This design comes from an exercise in tuning for small area, a short achievable clock period and few clock cycles on the open sky130 flow, not from production work.
RTL that was checked went through simulation tests only; none was proved equivalent to the original.
Power figures rest on the tool's default switching activity, not on a simulated workload.

## before
==> flow/design.v <==
module fixed_partition_fit_allocator_unit (
   input  logic        clock,
   input  logic        reset,
   input  logic        csr_wr_en,
   input  logic [0:0]  csr_index,
   input  logic [4:0]  csr_wdata,
   input  logic        req_valid,
   output logic        req_stall,
   input  logic [20:0] req_payload,
   output logic        rsp_valid,
   input  logic        rsp_stall,
   output logic [20:0] rsp_payload
);
   localparam int N = 16;
   function automatic logic [1:0] cmp16(input logic [15:0] a, input logic [15:0] b);
      logic [15:0] g, e;
      g = a & ~b;
      e = ~(a ^ b);
      for (int st = 1; st < 16; st = st * 2)
         for (int k = 0; k < 16; k += 2 * st) begin
            g[k] = g[k+st] | (e[k+st] & g[k]);
            e[k] = e[k+st] & e[k];
         end
      cmp16 = {g[0], e[0]};
   endfunction
   function automatic logic [8:0] sub8(input logic [7:0] a, input logic [7:0] b);
      logic [7:0] g, t, gg, tt, ng, nt;
      g  = ~a & b;                          
      t  = ~a | b;                          
      gg = g;
      tt = t;
      for (int d = 1; d < 8; d = d * 2) begin
         ng = gg;
         nt = tt;
         for (int i = d; i < 8; i++) begin
            ng[i] = gg[i] | (tt[i] & gg[i-d]);
            nt[i] = tt[i] & tt[i-d];
         end
         gg = ng;
         tt = nt;
      end
      sub8[0] = a[0] ^ b[0];
      for (int i = 1; i < 8; i++) sub8[i] = a[i] ^ b[i] ^ gg[i-1];
      sub8[8] = gg[7];
   endfunction
   function automatic logic two16(input logic [15:0] x);
      logic [15:0] a, t;
      a = x;
      t = '0;
      for (int st = 1; st < 16; st = st * 2)
         for (int k = 0; k < 16; k += 2 * st) begin
            t[k] = t[k] | t[k+st] | (a[k] & a[k+st]);
            a[k] = a[k] | a[k+st];
         end
      two16 = t[0];
   endfunction
   logic            pol_next_q;
   logic            pol_bw_q;           
   logic            md_q;               
   logic [4:0]      count_q;
   logic [3:0]      ptr_q;              
   logic [N-1:0]    nf_a_q, nf_b_q, nf_e_q;
   logic [N-1:0]    used_q;
   logic [N-1:0]    fresh_q;
   logic [15:0]     size_q [N];
   logic            rf_act_q;
   logic            rf_is_q;            
   logic [15:0]     want_x_q, want_y_q;
   logic [15:0]     size3;              
   logic [2:0]      rf_ph_q;
   logic            need_q;
   logic            v1_q, fe1_q, rf1_q, op1_q;
   logic [N-1:0]    dec1_q;             
   logic [15:0]     w1_q;
   logic [N-1:0]    r1_q;               
   logic            v2_q, gr2_q;
   logic [N-1:0]    pick2_q;            
   logic [15:0]     b2_q;               
   logic            v3_q, gr3_q, bo3_q;
   logic [3:0]      idx3_q;
   logic [7:0]      lo3_q, hi3_q;
   logic freeze, accept, fe_issue, rf_issue;
   logic        in_op;
   logic [3:0]  in_idx;
   logic [15:0] in_w;
   assign in_op  = req_payload[20];
   assign in_idx = req_payload[19:16];
   assign in_w   = req_payload[15:0];
   assign freeze    = v3_q & rsp_stall;
   assign req_stall = freeze | rf_act_q | (req_valid & in_op & need_q);
   assign accept    = req_valid & ~req_stall & ~reset;
   logic [N-1:0] act;
   always_comb
      for (int i = 0; i < N; i++) act[i] = (count_q > 5'(i));
   logic         ld1;                   
   logic         s1_op;
   logic [3:0]   s1_idx;
   logic [15:0]  want;
   logic [1:0]   cr [N];
   logic [1:0]   fcr;
   logic [N-1:0] r1;
   assign ld1    = v1_q & ~op1_q;
   assign s1_op  = ~rf_act_q & in_op;
   assign s1_idx = rf_is_q ? idx3_q : rf_act_q ? lo_idx : in_idx;
   assign want   = (in_w & want_y_q) | want_x_q;
   assign fcr    = cmp16(w1_q, want);
   always_comb
      for (int i = 0; i < N; i++) begin
         logic ge_i, le_i, hi_i;
         cr[i] = (ld1 && dec1_q[i]) ? fcr : cmp16(size_q[i], want);
         ge_i  = cr[i][1] | cr[i][0];
         le_i  = ~cr[i][1];
         hi_i  = (4'(i) > s1_idx);
         r1[i] = s1_op ? (ge_i & act[i]) : ((hi_i ^ md_q) ? ge_i : le_i);
      end
   assign fe_issue = rf_act_q & (rf_ph_q == 3'd0) & ~v1_q & ~v2_q & ~v3_q & ~(&fresh_q);
   assign rf_issue = rf_is_q;
   logic rf_is_d;
   assign rf_is_d = req_valid & in_op & need_q & rf_act_q & (rf_ph_q == 3'd2);
   always_ff @(posedge clock) begin
      if (reset) begin
         v1_q  <= 1'b0;
         fe1_q <= 1'b0;
         rf1_q <= 1'b0;
      end else if (!freeze) begin
         v1_q  <= accept;
         fe1_q <= fe_issue;
         rf1_q <= rf_issue;
      end
   end
   always_ff @(posedge clock)
      if (!freeze) begin
         op1_q  <= s1_op;
         for (int i = 0; i < N; i++) dec1_q[i] <= (s1_idx == 4'(i));
         w1_q   <= want;
         r1_q   <= r1;
      end
   logic [N-1:0] upd2, ld2;
   logic         do_req2;
   assign do_req2 = v1_q & op1_q & ~freeze;
   always_comb
      for (int i = 0; i < N; i++) begin
         upd2[i] = (ld1 | rf1_q) & dec1_q[i];
         ld2[i]  = ld1 & dec1_q[i];
      end
   always_ff @(posedge clock)
      for (int i = 0; i < N; i++)
         if (ld2[i] && !freeze) size_q[i] <= w1_q;
   logic [N-1:0] ord [N];
   for (genvar i = 0; i < N; i++) begin : g_row
      for (genvar j = i + 1; j < N; j++) begin : g_col
         always_ff @(posedge clock) begin
            if (upd2[i])      ord[i][j] <= r1_q[j];
            else if (upd2[j]) ord[i][j] <= r1_q[i];
         end
      end
   end
   logic [N-1:0] fit;
   logic [N-1:0] beats [N];
   logic [N-1:0] win;
   logic         any_fit;
   assign fit     = r1_q & ~used_q;
   assign any_fit = |fit;
   always_comb begin
      for (int i = 0; i < N; i++) beats[i] = '0;
      for (int i = 0; i < N; i++)
         for (int j = i + 1; j < N; j++) begin
            beats[i][j] = nf_a_q[i] | nf_b_q[j] | (ord[i][j] & nf_e_q[i]);
            beats[j][i] = ~beats[i][j];
         end
      for (int i = 0; i < N; i++) begin
         win[i] = fit[i];
         for (int j = 0; j < N; j++)
            if (j != i) win[i] = win[i] & (~fit[j] | beats[i][j]);
      end
   end
   logic [N-1:0] win_ge, fit_at, p_at, p_all;
   logic [3:0]   win_idx;
   always_comb begin
      fit_at = fit & nf_a_q;
      p_at   = fit_at;
      p_all  = fit;
      for (int d = 1; d < N; d = d * 2)
         for (int i = N - 1; i >= d; i--) begin
            p_at[i]  = p_at[i]  | p_at[i-d];
            p_all[i] = p_all[i] | p_all[i-d];
         end
      win_ge = p_at[N-1] ? p_at : p_all;
      win_idx = '0;
      for (int i = 0; i < N; i++)
         if (win[i]) win_idx = win_idx | 4'(i);
   end
   always_ff @(posedge clock) begin
      if (reset) used_q <= '0;
      else used_q <= (used_q | (win & {N{do_req2}})) & ~ld2;
   end
   logic [N-1:0] start_therm;
   logic [1:0]   new_pol;
   logic [4:0]   new_count;
   logic         csr_we;
   logic         nf_upd;
   assign csr_we = csr_wr_en & ~reset;
   assign nf_upd = do_req2 & pol_next_q & any_fit;
   always_comb begin
      for (int i = 0; i < N; i++) start_therm[i] = (4'(i) >= ptr_q);
      new_pol   = (csr_index == 1'b0) ? csr_wdata[1:0]
                : {pol_next_q | (pol_bw_q & md_q), pol_bw_q};
      new_count = (csr_index == 1'b1) ? csr_wdata : count_q;
   end
   always_ff @(posedge clock) begin
      if (reset) begin
         pol_next_q <= 1'b0;
         pol_bw_q   <= 1'b0;
         count_q    <= 5'd16;
      end else if (csr_we) begin
         pol_next_q <= (new_pol == 2'd2);
         pol_bw_q   <= new_pol[0];
         count_q    <= new_count;
      end
   end
   logic         csr_d_q;
   logic [N-1:0] s_new;
   logic         nf_new;
   assign s_new  = (pol_next_q && ({1'b0, ptr_q} < count_q)) ? start_therm : '1;
   assign nf_new = ~pol_bw_q;
   always_ff @(posedge clock) begin
      if (reset) csr_d_q <= 1'b0;
      else csr_d_q <= csr_we;
   end
   always_ff @(posedge clock) begin
      if (reset) begin
         ptr_q  <= 4'd0;
         nf_a_q <= '1;
         nf_b_q <= '0;
         nf_e_q <= '1;
      end else if (csr_d_q) begin
         nf_a_q <= {N{nf_new}} & s_new;
         nf_b_q <= {N{nf_new}} & ~s_new;
         nf_e_q <= {N{~nf_new}} | s_new;
      end else if (nf_upd) begin
         ptr_q  <= win_idx;
         nf_a_q <= win_ge;
         nf_b_q <= ~win_ge;
         nf_e_q <= win_ge;
      end
   end
   always_ff @(posedge clock) begin
      if (reset) begin
         md_q    <= 1'b0;
         fresh_q <= '0;
      end else if (csr_we && new_pol[0] && (new_pol[1] != md_q)) begin
         md_q    <= new_pol[1];
         fresh_q <= '0;
      end else begin
         fresh_q <= fresh_q | upd2;
      end
   end
   logic [N-1:0] stale, stale_lo;
   logic         two_nx, below;
   logic [3:0]   lo_idx;
   always_comb begin
      stale = ~fresh_q;
      below = 1'b0;
      for (int i = 0; i < N; i++) begin
         stale_lo[i] = stale[i] & ~below;
         below       = below | stale[i];
      end
      two_nx = two16(~(fresh_q | upd2));
      lo_idx = '0;
      for (int i = 0; i < N; i++)
         if (stale_lo[i]) lo_idx = lo_idx | 4'(i);
   end
   always_ff @(posedge clock) begin
      if (reset) begin
         rf_act_q <= 1'b0;
         rf_is_q  <= 1'b0;
         want_x_q <= '0;
         want_y_q <= '1;
         rf_ph_q  <= 3'd0;
         need_q   <= 1'b0;
      end else begin
         need_q   <= (csr_we ? new_pol[0] : pol_bw_q)
                     & (two_nx | (csr_we & new_pol[0] & (new_pol[1] != md_q)));
         rf_act_q <= req_valid & in_op & need_q;
         rf_is_q  <= rf_is_d;
         want_x_q <= {16{rf_is_d}} & size3;
         want_y_q <= {16{~rf_is_d}} | size3;
         if (!rf_act_q || rf_ph_q == 3'd4) rf_ph_q <= 3'd0;
         else if (rf_ph_q != 3'd0 || fe_issue) rf_ph_q <= rf_ph_q + 3'd1;
      end
   end
   always_ff @(posedge clock) begin
      if (reset) v2_q <= 1'b0;
      else if (!freeze) v2_q <= v1_q;
   end
   always_ff @(posedge clock)
      if (!freeze) begin
         gr2_q   <= ~op1_q | any_fit;
         pick2_q <= op1_q ? win : dec1_q;
         b2_q    <= (op1_q & any_fit) ? w1_q : 16'd0;
      end
   logic [3:0]  idx3;
   always_comb begin
      idx3  = '0;
      size3 = '0;
      for (int i = 0; i < N; i++) begin
         if (pick2_q[i]) idx3 = idx3 | 4'(i);
         size3 = size3 | (size_q[i] & {16{pick2_q[i]}});
      end
   end
   always_ff @(posedge clock) begin
      if (reset) v3_q <= 1'b0;
      else if (!freeze) v3_q <= v2_q;
   end
   logic [8:0] lo3, hi3;
   assign lo3 = sub8(size3[7:0], b2_q[7:0]);
   assign hi3 = sub8(size3[15:8], b2_q[15:8]);
   always_ff @(posedge clock)
      if (!freeze) begin
         gr3_q  <= gr2_q;
         idx3_q <= idx3;
         lo3_q  <= lo3[7:0];
         bo3_q  <= lo3[8];
         hi3_q  <= hi3[7:0];
      end
   logic [8:0] hi4;
   assign hi4 = sub8(hi3_q, {7'd0, bo3_q});
   assign rsp_valid   = v3_q;
   assign rsp_payload = {gr3_q, idx3_q, hi4[7:0], lo3_q};
endmodule
==> flow/config.mk <==
export PLATFORM = sky130hd
export DESIGN_NAME = fixed_partition_fit_allocator_unit
export DESIGN_NICKNAME = fixed_partition_fit_allocator_unit
export VERILOG_FILES = /design/flow/design.v
export SDC_FILE = /design/flow/constraint.sdc
export NUM_CORES = 4
export LEC_CHECK = 0
export CAP_MARGIN = 20
export CORE_MARGIN = 2
export CORE_UTILIZATION = 40
export PLACE_DENSITY = 0.6
export SETUP_SLACK_MARGIN = 2.0
export SLEW_MARGIN = 20
==> flow/constraint.sdc <==
create_clock -name core_clock -period 5.0 [get_ports {clock}]
set_input_delay 1.0000 -clock core_clock [delete_from_list [all_inputs] [get_ports {clock}]]
set_output_delay 1.0000 -clock core_clock [all_outputs]
set_load 0.01 [all_outputs]
standard.sh (not shown) runs the stock make flow with config.mk's settings and CLKGATE_MAP_FILE= SYNTH_SCRIPT=/design/flow/synth_recipe.tcl, a recipe that flattens the netlist after the stock synthesis.
==> flow/flow/run.sh <==
#!/bin/bash
# Layout flow: the standard flow (standard.sh) with one change: the
# port buffers are buf_4 cells instead of the default delay buffers.
# Synthesis and everything else are the standard flow's.
set -o pipefail
export BUFFER_PORTS_ARGS="-buffer_cell sky130_fd_sc_hd__buf_4"
bash standard.sh > standard.log 2>&1
status=$?
echo "standard.sh exit $status"
exit $status
Testbench counts of before, summed over its fixed seeds: cycles 5,056.
Setup changes, before to after
--- a/flow/design.v
+++ b/flow/design.v
@@ -60,5 +60,5 @@
    logic [4:0]      count_q;
    logic [3:0]      ptr_q;              
-   logic [N-1:0]    nf_a_q, nf_b_q, nf_e_q;
+   logic [N-1:0]    nf_a_q, nf_e_q;
    logic [N-1:0]    used_q;
    logic [N-1:0]    fresh_q;
@@ -112,5 +112,6 @@
          le_i  = ~cr[i][1];
          hi_i  = (4'(i) > s1_idx);
-         r1[i] = s1_op ? (ge_i & act[i]) : ((hi_i ^ md_q) ? ge_i : le_i);
+         r1[i] = s1_op ? (ge_i & act[i])
+                       : (((hi_i ^ md_q) ? ge_i : le_i) & (s1_idx != 4'(i)));
       end
    assign fe_issue = rf_act_q & (rf_ph_q == 3'd0) & ~v1_q & ~v2_q & ~v3_q & ~(&fresh_q);
@@ -151,6 +152,5 @@
       for (genvar j = i + 1; j < N; j++) begin : g_col
          always_ff @(posedge clock) begin
-            if (upd2[i])      ord[i][j] <= r1_q[j];
-            else if (upd2[j]) ord[i][j] <= r1_q[i];
+            if (upd2[i] || upd2[j]) ord[i][j] <= r1_q[i] | r1_q[j];
          end
       end
@@ -166,5 +166,5 @@
       for (int i = 0; i < N; i++)
          for (int j = i + 1; j < N; j++) begin
-            beats[i][j] = nf_a_q[i] | nf_b_q[j] | (ord[i][j] & nf_e_q[i]);
+            beats[i][j] = nf_a_q[i] | ~nf_e_q[j] | (ord[i][j] & nf_e_q[i]);
             beats[j][i] = ~beats[i][j];
          end
@@ -232,14 +232,11 @@
          ptr_q  <= 4'd0;
          nf_a_q <= '1;
-         nf_b_q <= '0;
          nf_e_q <= '1;
       end else if (csr_d_q) begin
          nf_a_q <= {N{nf_new}} & s_new;
-         nf_b_q <= {N{nf_new}} & ~s_new;
          nf_e_q <= {N{~nf_new}} | s_new;
       end else if (nf_upd) begin
          ptr_q  <= win_idx;
          nf_a_q <= win_ge;
-         nf_b_q <= ~win_ge;
          nf_e_q <= win_ge;
       end
==> comparison <==
Re maximum resistive drop on vdd: before and after aren't equal, and the lower value belongs to before. Starting density of the core of after is on par with before. Of before and after, the run reporting the lower hold slack was before. Area taken by multi-input logic gates went down slightly going from before to after. NOTE: clock share of power in after exceeds that of before. The synthesized area per cell of after exceeds that of before by about 1.3%. Re total power: before and after aren't equal, and the lower value belongs to before. Compared with before, after shows a count of clock-buffer cells in the layout that is 1 lower. Combinational share of power: after vs before down 0.4 points. No stage failed in after, and the final checks on the layout all came back clean. First-iteration detailed-routing DRC count, before and after, lower one = before. after: number of antenna violations at the first check in global routing is 3 higher than what before reported. The run with more setup slack is before; after has less.
The RTL of after was laid out without a check of its function.

-- afterwards: timing with drivers on the ports --
The flow's constraints put no driver on any port. The routed layouts listed below were extracted and timed again, unchanged, in two steps. Step 1 sets driving cells, clkbuf_16 on the clock port and buf_2 on the other inputs (assumed; they add their load-dependent delay and slew). Step 2 times the ports against the registers' clock, not the clock port: input delays grow and output delays shrink by t, the midpoint of the rising clock arrivals with the driver on. Slacks: ideal / step 1 / step 2; pairs: ideal / step 1.
| run | shift t [ns] | setup WS [ns] | worst setup path at the end | worst slew at a driven data input, ns |
|---|---|---|---|---|
| before | 0.701 | 1.786 / 1.719 / 1.260 | input to register | 0.06 |
| after | 0.710 | 1.744 / 1.675 / 1.120 | input to register | 0.08 |
After both steps setup and hold are still met in every run listed. For after, which loses most, drivers alone change the setup slack by -0.069 ns; drivers and shift together by -0.624 ns.
